Background: an optimization exercise with open tools, aiming at small area and a short achievable clock period. Do not read the settings as production practice. RTL that was checked went through simulation tests only; none was proved equivalent to the original. Power is estimated from default activity; no workload was simulated.

==> module iq_power, before the edit <==
module iq_power (
   input  wire                 clk,
   input  wire                 i_rst_n,
   input  wire                 i_valid,
   output logic                o_ready,
   input  wire sample_pkg::sample_t i_i,
   input  wire sample_pkg::sample_t i_q,
   output logic                o_pwr_valid,
   input  wire                 i_pwr_ready,
   output logic [10:0]         o_xi,
   output logic                o_si,
   output logic [10:0]         o_xq,
   output logic                o_sq
);
   logic take;
   assign o_ready = i_pwr_ready | ~o_pwr_valid;
   assign take    = i_valid & o_ready;
   always_ff @(posedge clk) begin
      if (!i_rst_n) begin
         o_pwr_valid <= 1'b0;
      end else if (take) begin
         o_pwr_valid <= 1'b1;
      end else if (i_pwr_ready) begin
         o_pwr_valid <= 1'b0;
      end
   end
   always_ff @(posedge clk) begin
      if (take) begin
         o_xi <= i_i[10:0] ^ {11{i_i[11]}};
         o_si <= i_i[11];
         o_xq <= i_q[10:0] ^ {11{i_q[11]}};
         o_sq <= i_q[11];
      end
   end
endmodule
==> module peak_apb_regs, before the edit <==
module peak_apb_regs (
   input  wire                      clk,
   input  wire                      i_rst_n,
   input  wire                      i_psel,
   input  wire                      i_penable,
   input  wire                      i_pwrite,
   input  wire logic [8-1:0]  i_paddr,
   input  wire apb_regs_pkg::apb_data_t i_pwdata,
   output apb_regs_pkg::apb_data_t  o_prdata,
   output logic                     o_pready,
   output logic                     o_pslverr,
   output logic                     o_enable,
   output sample_pkg::frame_len_t   o_frame_len,
   input  wire                      i_res_valid,
   input  wire sample_pkg::power_t  i_peak_power,
   input  wire sample_pkg::index_t  i_peak_index,
   input  wire                      i_busy,
   output logic                     o_res_busy,
   output logic                     o_irq
);
   apb_regs_pkg::ctrl_t      ctrl_q;
   sample_pkg::frame_len_t frame_len_q;
   logic       done_q;
   logic       irq_q;
   sample_pkg::power_t     peak_power_q;
   sample_pkg::index_t     peak_index_q;
   sample_pkg::count_t     frame_count_q;
   logic       access;
   logic [5:0] sel_d;
   logic [5:0] sel_q;
   logic       unmapped_q;
   logic       wr;
   apb_regs_pkg::apb_data_t  rdata;
   localparam int FL_W = $clog2(1024) + 1;
   function automatic sample_pkg::frame_len_t clamp_len(input apb_regs_pkg::apb_data_t wdata);
      if (wdata == '0 || wdata > 1024) begin
         clamp_len = 1024;
      end else begin
         clamp_len = wdata[FL_W-1:0];
      end
   endfunction
   assign sel_d[0] = (i_paddr == 8'h00);
   assign sel_d[1] = (i_paddr == 8'h04);
   assign sel_d[2] = (i_paddr == 8'h08);
   assign sel_d[3] = (i_paddr == 8'h0C);
   assign sel_d[4] = (i_paddr == 8'h10);
   assign sel_d[5] = (i_paddr == 8'h14);
   always_ff @(posedge clk) begin
      sel_q      <= sel_d;
      unmapped_q <= ~|sel_d;
   end
   assign access = i_psel & i_penable;
   assign wr     = access & i_pwrite;
   always_comb begin
      rdata = '0;
      rdata[1:0]   = rdata[1:0]   | ({2{sel_q[0]}} & ctrl_q);
      rdata[10:0]  = rdata[10:0]  | ({11{sel_q[1]}} & frame_len_q);
      rdata[1:0]   = rdata[1:0]   | ({2{sel_q[2]}} & {i_busy, done_q});
      rdata[12:0]  = rdata[12:0]  | ({13{sel_q[3]}} & peak_power_q);
      rdata[9:0]   = rdata[9:0]   | ({10{sel_q[4]}} & peak_index_q);
      rdata[15:0]  = rdata[15:0]  | ({16{sel_q[5]}} & frame_count_q);
   end
   assign o_prdata  = rdata;
   assign o_pready  = 1'b1;
   assign o_pslverr = unmapped_q;
   always_ff @(posedge clk) begin
      if (!i_rst_n) begin
         ctrl_q        <= '0;
         frame_len_q   <= 1024;
         done_q        <= 1'b0;
         irq_q         <= 1'b0;
         frame_count_q <= '0;
      end else begin
         irq_q <= done_q & ctrl_q[apb_regs_pkg::CTRL_IRQ_EN_BIT];
         if (wr && sel_q[0]) begin
            ctrl_q <= i_pwdata[1:0];
         end
         if (wr && sel_q[1]) begin
            frame_len_q <= clamp_len(i_pwdata);
         end
         if (i_res_valid) begin
            done_q        <= 1'b1;
            frame_count_q <= frame_count_q + 1'b1;
         end else if (wr && sel_q[2] && i_pwdata[apb_regs_pkg::STATUS_DONE_BIT]) begin
            done_q <= 1'b0;
         end
      end
   end
   always_ff @(posedge clk) begin
      if (i_res_valid) begin
         peak_power_q <= i_peak_power;
         peak_index_q <= i_peak_index;
      end
   end
   assign o_enable    = ctrl_q[apb_regs_pkg::CTRL_ENABLE_BIT];
   assign o_frame_len = frame_len_q;
   assign o_res_busy  = done_q;
   assign o_irq       = irq_q;
endmodule
export LEC_CHECK = 0
export CAP_MARGIN = 20
export CORE_MARGIN = 2
export CORE_UTILIZATION = 40
export SETUP_SLACK_MARGIN = 4.0
export SLEW_MARGIN = 20
create_clock -name core_clock -period 7.5 [get_ports {clk}]
run.sh (not shown) runs the stock make flow with config.mk's settings and CLKGATE_MAP_FILE= SYNTH_SCRIPT=/design/flow/synth_recipe.tcl, a recipe that flattens the netlist after the stock synthesis.
The baseline completed without violations.
==> next run, changes <==
--- a/flow/design.v
+++ b/flow/design.v
@@ -363,11 +363,11 @@
       end else if (i_pwr_ready) begin
          o_pwr_valid <= 1'b0;
       end
    end
    always_ff @(posedge clk) begin
-      if (take) begin
+      if (o_ready) begin
          o_xi <= i_i[10:0] ^ {11{i_i[11]}};
          o_si <= i_i[11];
          o_xq <= i_q[10:0] ^ {11{i_q[11]}};
          o_sq <= i_q[11];
       end
@@ -536,32 +536,29 @@
    sample_pkg::count_t     frame_count_q;
    logic       access;
    logic [5:0] sel_d;
    logic [5:0] sel_q;
    logic       unmapped_q;
+   logic       write_q;
+   logic       clamp_q;
    logic       wr;
    apb_regs_pkg::apb_data_t  rdata;
    localparam int FL_W = $clog2(1024) + 1;
-   function automatic sample_pkg::frame_len_t clamp_len(input apb_regs_pkg::apb_data_t wdata);
-      if (wdata == '0 || wdata > 1024) begin
-         clamp_len = 1024;
-      end else begin
-         clamp_len = wdata[FL_W-1:0];
-      end
-   endfunction
    assign sel_d[0] = (i_paddr == 8'h00);
    assign sel_d[1] = (i_paddr == 8'h04);
    assign sel_d[2] = (i_paddr == 8'h08);
    assign sel_d[3] = (i_paddr == 8'h0C);
    assign sel_d[4] = (i_paddr == 8'h10);
    assign sel_d[5] = (i_paddr == 8'h14);
    always_ff @(posedge clk) begin
       sel_q      <= sel_d;
       unmapped_q <= ~|sel_d;
+      write_q    <= i_pwrite;
+      clamp_q    <= (i_pwdata == '0) || (i_pwdata > 1024);
    end
    assign access = i_psel & i_penable;
-   assign wr     = access & i_pwrite;
+   assign wr     = access & write_q;
    always_comb begin
       rdata = '0;
       rdata[1:0]   = rdata[1:0]   | ({2{sel_q[0]}} & ctrl_q);
       rdata[10:0]  = rdata[10:0]  | ({11{sel_q[1]}} & frame_len_q);
       rdata[1:0]   = rdata[1:0]   | ({2{sel_q[2]}} & {i_busy, done_q});
@@ -583,11 +580,11 @@
          irq_q <= done_q & ctrl_q[apb_regs_pkg::CTRL_IRQ_EN_BIT];
          if (wr && sel_q[0]) begin
             ctrl_q <= i_pwdata[1:0];
          end
          if (wr && sel_q[1]) begin
-            frame_len_q <= clamp_len(i_pwdata);
+            frame_len_q <= clamp_q ? FL_W'(1024) : i_pwdata[FL_W-1:0];
          end
          if (i_res_valid) begin
             done_q        <= 1'b1;
             frame_count_q <= frame_count_q + 1'b1;
          end else if (wr && sel_q[2] && i_pwdata[apb_regs_pkg::STATUS_DONE_BIT]) begin
Design area came out higher by a few percent.
Critical path depth goes up by 8.
Maximum frequency decreases by a few percent.
Power rose by roughly a tenth.
Die area rises slightly.
Count of clock-buffer cells in the layout went down by 2.
Wire length hardly moves.
Global-route usage came out lower by 0.34 points.
Flip-flop and latch count went up by 2.
Utilization is higher by 0.60 points.
Combinational power went up by a quarter to a third.
Clock power grows by a few percent.
Non-clock buffer count grows by 1.
Setup slack got worse by 100 ps.
Function not checked in the second run of this note: the RTL went through the layout flow alone.

==> separate check: timing with driven ports <==
The results above use ideal ports. As a check the final layouts listed here were re-extracted and re-timed, cells and wires unchanged. Step 1 (the two cells are an assumption about what drives the block):
set clk [get_ports {clk}]
set_driving_cell -lib_cell sky130_fd_sc_hd__clkbuf_16 $clk
set_driving_cell -lib_cell sky130_fd_sc_hd__buf_2 [delete_from_list [all_inputs] $clk]
Step 2 also shifts input and output timing later by t, the mid clock arrival at the registers, as if the neighbouring blocks saw the same clock. Three values: ideal ports, drivers, drivers and shift; two values: the first two.
| run | t, ns | setup WS [ns] | worst register clock-pin slew, ns | pins driven straight from the clock port |
|---|---|---|---|---|
| the first run | 0.469 | 4.151 / 4.108 / 3.902 | 0.07 / 0.07 | 1 |
| the second run | 0.485 | 4.050 / 4.050 / 4.050 | 0.08 / 0.08 | 1 |
After both steps every run listed still meets setup and hold. For the first run, which loses most, drivers alone change the setup slack by -0.043 ns; drivers and shift together by -0.249 ns.
